From an optimization exercise on the open Yosys and OpenROAD flow, aimed at small area, a short achievable clock period and few clock cycles; shortcuts taken in it are not production practice. Only simulation tests tie the RTL to the original design; equivalence was not proved.

## hash64_multiply_mix_64bit_words_top
module hash64_multiply_mix_64bit_words_top (
   input  wire logic        clock,
   input  wire logic        reset,
   input  wire logic        req_valid,
   output logic             req_stall,
   input  wire logic [63:0] req_key_word,
   input  wire logic [3:0]  req_word_bytes,
   input  wire logic        req_last_word,
   input  wire logic [30:0] req_total_length,
   output logic             rsp_valid,
   input  wire logic        rsp_stall,
   output logic [63:0]      rsp_hash_value,
   input  wire logic        csr_valid,
   output logic             csr_ready,
   input  wire logic [31:0] csr_hash_seed
);
   localparam logic [1:0] TA_NONE = 2'd0;
   localparam logic [1:0] TA_FULL = 2'd1;    
   localparam logic [1:0] TA_PART = 2'd2;    
   localparam logic [2:0] TB_NONE  = 3'd0;
   localparam logic [2:0] TB_K2    = 3'd1;
   localparam logic [2:0] TB_LFULL = 3'd2;   
   localparam logic [2:0] TB_LPART = 3'd3;   
   localparam logic [2:0] TB_LEMPT = 3'd4;   
   localparam logic [1:0] TC_NONE = 2'd0;
   localparam logic [1:0] TC_H    = 2'd1;    
   localparam logic [1:0] TC_HEND = 2'd2;    
   localparam logic [1:0] TC_RES  = 2'd3;    
   logic [1:0]  ta_ff;
   logic        ta_first_ff, ta_last_ff;
   logic [2:0]  tb_ff;
   logic        tb_first_ff, tb_last_ff;
   logic [1:0]  tc_ff;
   logic        key_open_ff;
  ...
Size in the first run: roughly 300 flip-flops.
clock: 12.0 ns
lec_check: 0
cap_margin: 20
core_margin: 2
core_utilization: 40
cts_buf_list: sky130_fd_sc_hd__clkbuf_4
setup_slack_margin: 5
slew_margin: 20
synth_hierarchical: 1
run.sh (not shown) runs the stock make flow with config.mk's settings and CLKGATE_MAP_FILE= SYNTH_SCRIPT=/design/flow/synth_recipe.tcl, a recipe that flattens the netlist after the stock synthesis.
The first run ran to the end with no violations.
Testbench counts at the start, summed over its fixed seeds: cycles 9,166.
Change:
- CTS_BUF_LIST: sky130_fd_sc_hd__clkbuf_4 -> default
Effect: Synthesized cell count does not change. Design area is about the same. Clock-buffer cell count shrinks by 59. Wire length is lower slightly.
Change:
==> flow/flow/run.sh (new file) <==
#!/bin/bash
set -euo pipefail
bash standard.sh SETUP_SLACK_MARGIN=6.5 finish > flow_make.log 2>&1
==> flow/standard.sh (new file) <==
#!/bin/bash
# synth_recipe.tcl (not shown) runs the flow's synth.tcl, then flattens the netlist and writes it again
# the make line also repeats each setting of config.mk as NAME=value (left out here)
make -C /OpenROAD-flow-scripts/flow DESIGN_CONFIG=/design/flow/config.mk WORK_HOME=/design/flow/orfs CLKGATE_MAP_FILE= SYNTH_SCRIPT=/design/flow/synth_recipe.tcl "${@:-finish}"
- SETUP_SLACK_MARGIN: 5 -> default
removed: flow/run.sh
Design area increases by roughly a tenth.
Maximum frequency went up slightly.
Via count rises by a little under a tenth.
Worst setup slack improved by 0.11 ns.
Critical path depth went up by 2.
Change:
==> flow/run.sh (new file) <==
#!/bin/bash
# synth_recipe.tcl (not shown) runs the flow's synth.tcl, then flattens the netlist and writes it again
# the make line also repeats each setting of config.mk as NAME=value (left out here)
make -C /OpenROAD-flow-scripts/flow DESIGN_CONFIG=/design/flow/config.mk WORK_HOME=/design/flow/orfs CLKGATE_MAP_FILE= SYNTH_SCRIPT=/design/flow/synth_recipe.tcl finish
- CTS_BUF_LIST: default -> sky130_fd_sc_hd__clkbuf_8
- SETUP_SLACK_MARGIN: default -> 5
removed: flow/flow/run.sh
removed: flow/standard.sh
Result: Routed wire length is lower by 7.6%. Via count goes down by 7.0%. Global-route usage is lower by 2.3 points.


beta:
hash64_multiply_mix_64bit_words_top, a different RTL version from the one above (not shown whole).
For scale: ~2600 cells after synthesis, about 230 flip-flops, ~200 I/O pins, about 29000 um^2 of cells after synthesis.
clock: 12.0 ns
lec_check: 0
cap_margin: 20
core_margin: 2
core_utilization: 60
setup_slack_margin: 5
slew_margin: 20
synth_hierarchical: 1
Stock flow here: none of the scripts above is used.
Both conditions hold for beta: the flow ran to the end and the final layout passed the timing, DRC and antenna checks.
Testbench counts of beta, summed over its fixed seeds: cycles 23,636.
Relative to beta, the following input files were edited for gamma:
diff --git a/flow/config.mk b/flow/config.mk
--- a/flow/config.mk
+++ b/flow/config.mk
@@ -9,3 +9,3 @@
 export CORE_MARGIN = 2
-export CORE_UTILIZATION = 60
+export CORE_UTILIZATION = 40
 export SETUP_SLACK_MARGIN = 5
--- outcome ---
met3 global-route usage down 5.2 points in gamma wrt beta
Count of placed standard cells in the final layout, fillers left out (higher): gamma
Between beta and gamma, the flow reports clock-buffer cell count decreasing by more than 10%.
On area of the multi-input gates: between gamma and beta, it ends up higher for gamma.
Delta (gamma minus beta): number of gates resized after CTS +21%, final area +480 um^2.
Clock skew after layout: gamma and beta compared, lower one is beta
The final reports for gamma and beta show fraction of final layout cells with drive strength greater than 1 higher in the former.
gamma -> beta: share of flip-flops with an asynchronous set or reset after synthesis delta 0, exact match


Another version of the RTL of hash64_multiply_mix_64bit_words_top (not shown whole).
Size in the first run: about 31,000 sq um of cells after synthesis.
Design hash64_multiply_mix_64bit_words_top, start of the top module:
module hash64_multiply_mix_64bit_words_top (
   input  wire logic        clock,
   input  wire logic        reset,
   input  wire logic        req_valid,
   output logic             req_stall,
   input  wire logic [63:0] req_key_word,
   input  wire logic [3:0]  req_word_bytes,
   input  wire logic        req_last_word,
   input  wire logic [30:0] req_total_length,
   output logic             rsp_valid,
   input  wire logic        rsp_stall,
   output logic [63:0]      rsp_hash_value,
   input  wire logic        csr_valid,
   output logic             csr_ready,
   input  wire logic [31:0] csr_hash_seed
);
clock: 12.0 ns
lec_check: 0
cap_margin: 20
core_margin: 2
core_utilization: 40
setup_slack_margin: 5
slew_margin: 20
synth_hierarchical: 1
Testbench counts at the start, summed over its fixed seeds: cycles 23,636.
Edit:
- SETUP_SLACK_MARGIN: 5 -> not set
Cell area decreases by 3.8%.
Routed wire length drops by 1.9%.
Via count fell by 1.7%.
Maximum frequency fell by 21%.
Clock skew is about the same.
Worst setup slack loses 1800 ps.


Setup of lane 1:
Another version of the RTL of hash64_multiply_mix_64bit_words_top (not shown whole).
Size: roughly 370 flip-flops, ~200 I/O pins, roughly 73000 sq um of cells after synthesis.
export LEC_CHECK = 0
export CAP_MARGIN = 20
export CORE_MARGIN = 2
export CORE_UTILIZATION = 65
export SETUP_SLACK_MARGIN = 5
export SLEW_MARGIN = 20
export SYNTH_HIERARCHICAL = 1
create_clock -name core_clock -period 12.0 [get_ports {clock}]
Lane 1: no failed stages, no open violations at the end
Testbench counts of lane 1, summed over its fixed seeds: cycles 9,120.
Here is what was changed in the inputs of lane 2 compared with lane 1.
- ABC_AREA newly set to 1
Notes after the runs:
Cells: lane 2 has more instances than lane 1. A commonest non-fill, non-tap cell in the layout of sky130_fd_sc_hd__fa_1 is what lane 1 shows, while sky130_fd_sc_hd__nand2_1 belongs to lane 2. Changes observed in lane 2 relative to lane 1: via count of the first global-routing pass increased about 17%; wire length up 11%; required time reported for the critical path endpoint saw an increase.


## the reference run
hash64_multiply_mix_64bit_words_top, a different RTL version from the one above (not shown whole).
Size: roughly 5500 cells after synthesis, roughly 300 flip-flops, ~0.070 mm² of cells after synthesis.
Design hash64_multiply_mix_64bit_words_top, start of the top module:
module hash64_multiply_mix_64bit_words_top (
   input  wire logic        clock,
   input  wire logic        reset,
   input  wire logic        req_valid,
   output logic             req_stall,
   input  wire logic [63:0] req_key_word,
   input  wire logic [3:0]  req_word_bytes,
   input  wire logic        req_last_word,
   input  wire logic [30:0] req_total_length,
   output logic             rsp_valid,
   input  wire logic        rsp_stall,
   output logic [63:0]      rsp_hash_value,
   input  wire logic        csr_valid,
   output logic             csr_ready,
   input  wire logic [31:0] csr_hash_seed
);
clock: 12.0 ns
lec_check: 0
cap_margin: 0
core_margin: 2
core_utilization: 40
setup_slack_margin: 5
slew_margin: 0
synth_hierarchical: 1
In summary, the reference run completed successfully, with a layout that passed the timing, DRC and antenna checks.
Testbench counts of the reference run, summed over its fixed seeds: cycles 9,166.
What the trial run does differently from the reference run at the input level:
--- a/flow/config.mk
+++ b/flow/config.mk
@@ -7,3 +7,3 @@
 export LEC_CHECK = 0
-export CAP_MARGIN = 0
+export CAP_MARGIN = 20
 export CORE_MARGIN = 2
@@ -11,3 +11,3 @@
 export SETUP_SLACK_MARGIN = 5
-export SLEW_MARGIN = 0
+export SLEW_MARGIN = 20
 export SYNTH_HIERARCHICAL = 1
### Flow results
Looking only at post-route clock skew, and setting everything else aside, the higher value of the reference run and the trial run goes to the reference run.
The trial run closes out successfully: all stages finished, all timing, DRC and antenna checks passed.
The reference run → the trial run: post-route worst hold slack did not really move, worst-path maximum fanout down 1.
Looking at final critical-path setup slack, the trial run sits above the reference run.
The trial run vs the reference run, final critical-path share of the clock period went down by 0.35 points.


rev 12:
Another version of the RTL of hash64_multiply_mix_64bit_words_top (not shown whole).
For scale: ~5400 cells after synthesis, roughly 200 I/O pins.
// hash64_multiply_mix_64bit_words_top
module hash64_multiply_mix_64bit_words_top (
   input  wire logic        clock,
   input  wire logic        reset,
   input  wire logic        req_valid,
   output logic             req_stall,
   input  wire logic [63:0] req_key_word,
   input  wire logic [3:0]  req_word_bytes,
   input  wire logic        req_last_word,
   input  wire logic [30:0] req_total_length,
   output logic             rsp_valid,
   input  wire logic        rsp_stall,
   output logic [63:0]      rsp_hash_value,
   input  wire logic        csr_valid,
   output logic             csr_ready,
   input  wire logic [31:0] csr_hash_seed
);
==> flow/config.mk <==
export PLATFORM = sky130hd
export DESIGN_NAME = hash64_multiply_mix_64bit_words_top
export DESIGN_NICKNAME = hash64_multiply_mix_64bit_words_top
export VERILOG_FILES = /design/flow/design.v
export SDC_FILE = /design/flow/constraint.sdc
export NUM_CORES = 4
export LEC_CHECK = 0
export CAP_MARGIN = 20
export CORE_MARGIN = 2
export CORE_UTILIZATION = 40
export CTS_BUF_LIST = sky130_fd_sc_hd__clkbuf_8
export SETUP_SLACK_MARGIN = 5
export SLEW_MARGIN = 20
export SYNTH_HIERARCHICAL = 1
==> flow/constraint.sdc <==
create_clock -name core_clock -period 12.0 [get_ports {clock}]
set_input_delay 2.4000 -clock core_clock [delete_from_list [all_inputs] [get_ports {clock}]]
set_output_delay 2.4000 -clock core_clock [all_outputs]
set_load 0.01 [all_outputs]
Rev 12 closes out successfully: all stages finished, all timing, DRC and antenna checks passed.
Testbench counts of rev 12, summed over its fixed seeds: cycles 9,166.
The inputs of rev 13 differ from those of rev 12 as listed below.
Settings: CTS_BUF_LIST no longer set, was sky130_fd_sc_hd__clkbuf_8.
==> comparison <==
In the flow results for rev 12 and rev 13, the final cell count is smaller on rev 13. | utilization | rev 12 vs rev 13 | ≈ equal |. Between rev 12 and rev 13, the difference in ratio of final minimum period to clock period is negligible. Rev 13 ended up with req_stall as its capturing instance or port of the critical path; rev 12 ended up with xc_ff[56]. Changes observed in rev 13 relative to rev 12: final antenna diode count -6; post-route cell area shows no meaningful change; maximum fanout encountered on the critical timing path has increased; CTS buffer count fell about 33%. The final layout from rev 13, which completed every stage, passed the timing, DRC and antenna checks at the end of the flow.

==> separate check: timing with driven ports <==
The results above use ideal ports. As a check the final layouts listed here were re-extracted and re-timed, cells and wires unchanged. Step 1, drivers: a clkbuf_16 drives clock and a buf_2 each remaining input, both assumed. Step 2 moves the port delays by t, midway between the first and last clock arrival at a register: inputs arrive t later, outputs are due t later. That takes back most of the time a late clock gives input paths. Three values: no drivers, after step 1, after step 2; two values: the first two.
run | t, ns | setup WS [ns] | worst setup path after step 2 | clock arrival spread, ns | worst data-port slew with drivers (ns)
the first run of note 1 | 1.147 | 5.028 / 5.028 / 5.028 | register to register | 0.127 / 0.127 | 0.08
the second run of note 1 | 0.719 | 4.978 / 4.978 / 4.978 | register to register | 0.037 / 0.036 | 0.09
the third run of note 1 | 0.756 | 5.084 / 5.084 / 5.084 | register to register | 0.096 / 0.096 | 0.07
the fourth run of note 1 | 0.872 | 5.005 / 5.005 / 5.005 | register to register | 0.091 / 0.090 | 0.09
beta | 0.657 | 5.106 / 5.106 / 5.106 | register to register | 0.018 / 0.018 | 0.08
gamma | 0.694 | 5.093 / 5.093 / 5.093 | register to register | 0.030 / 0.031 | 0.09
the first run of note 3 | 0.628 | 5.206 / 5.206 / 5.206 | register to register | 0.023 / 0.024 | 0.07
the second run of note 3 | 0.631 | 3.430 / 3.430 / 3.430 | register to register | 0.025 / 0.026 | 0.07
lane 1 | 0.726 | 4.894 / 4.894 / 4.894 | register to register | 0.050 / 0.049 | 0.09
lane 2 | 0.759 | 4.981 / 4.981 / 4.981 | register to register | 0.038 / 0.038 | 0.08
the reference run | 0.722 | 4.708 / 4.708 / 4.708 | register to register | 0.087 / 0.087 | 0.08
the trial run | 0.699 | 4.751 / 4.751 / 4.751 | register to register | 0.082 / 0.082 | 0.07
rev 12 | 0.830 | 5.021 / 5.021 / 5.021 | register to register | 0.071 / 0.072 | 0.07
rev 13 | 0.702 | 5.030 / 5.006 / 5.006 | input to output | 0.068 / 0.068 | 0.07
After both steps every run listed still meets setup and hold. The setup slack of rev 13, which loses most, moves by -0.024 ns with the drivers and by -0.024 ns with both steps.
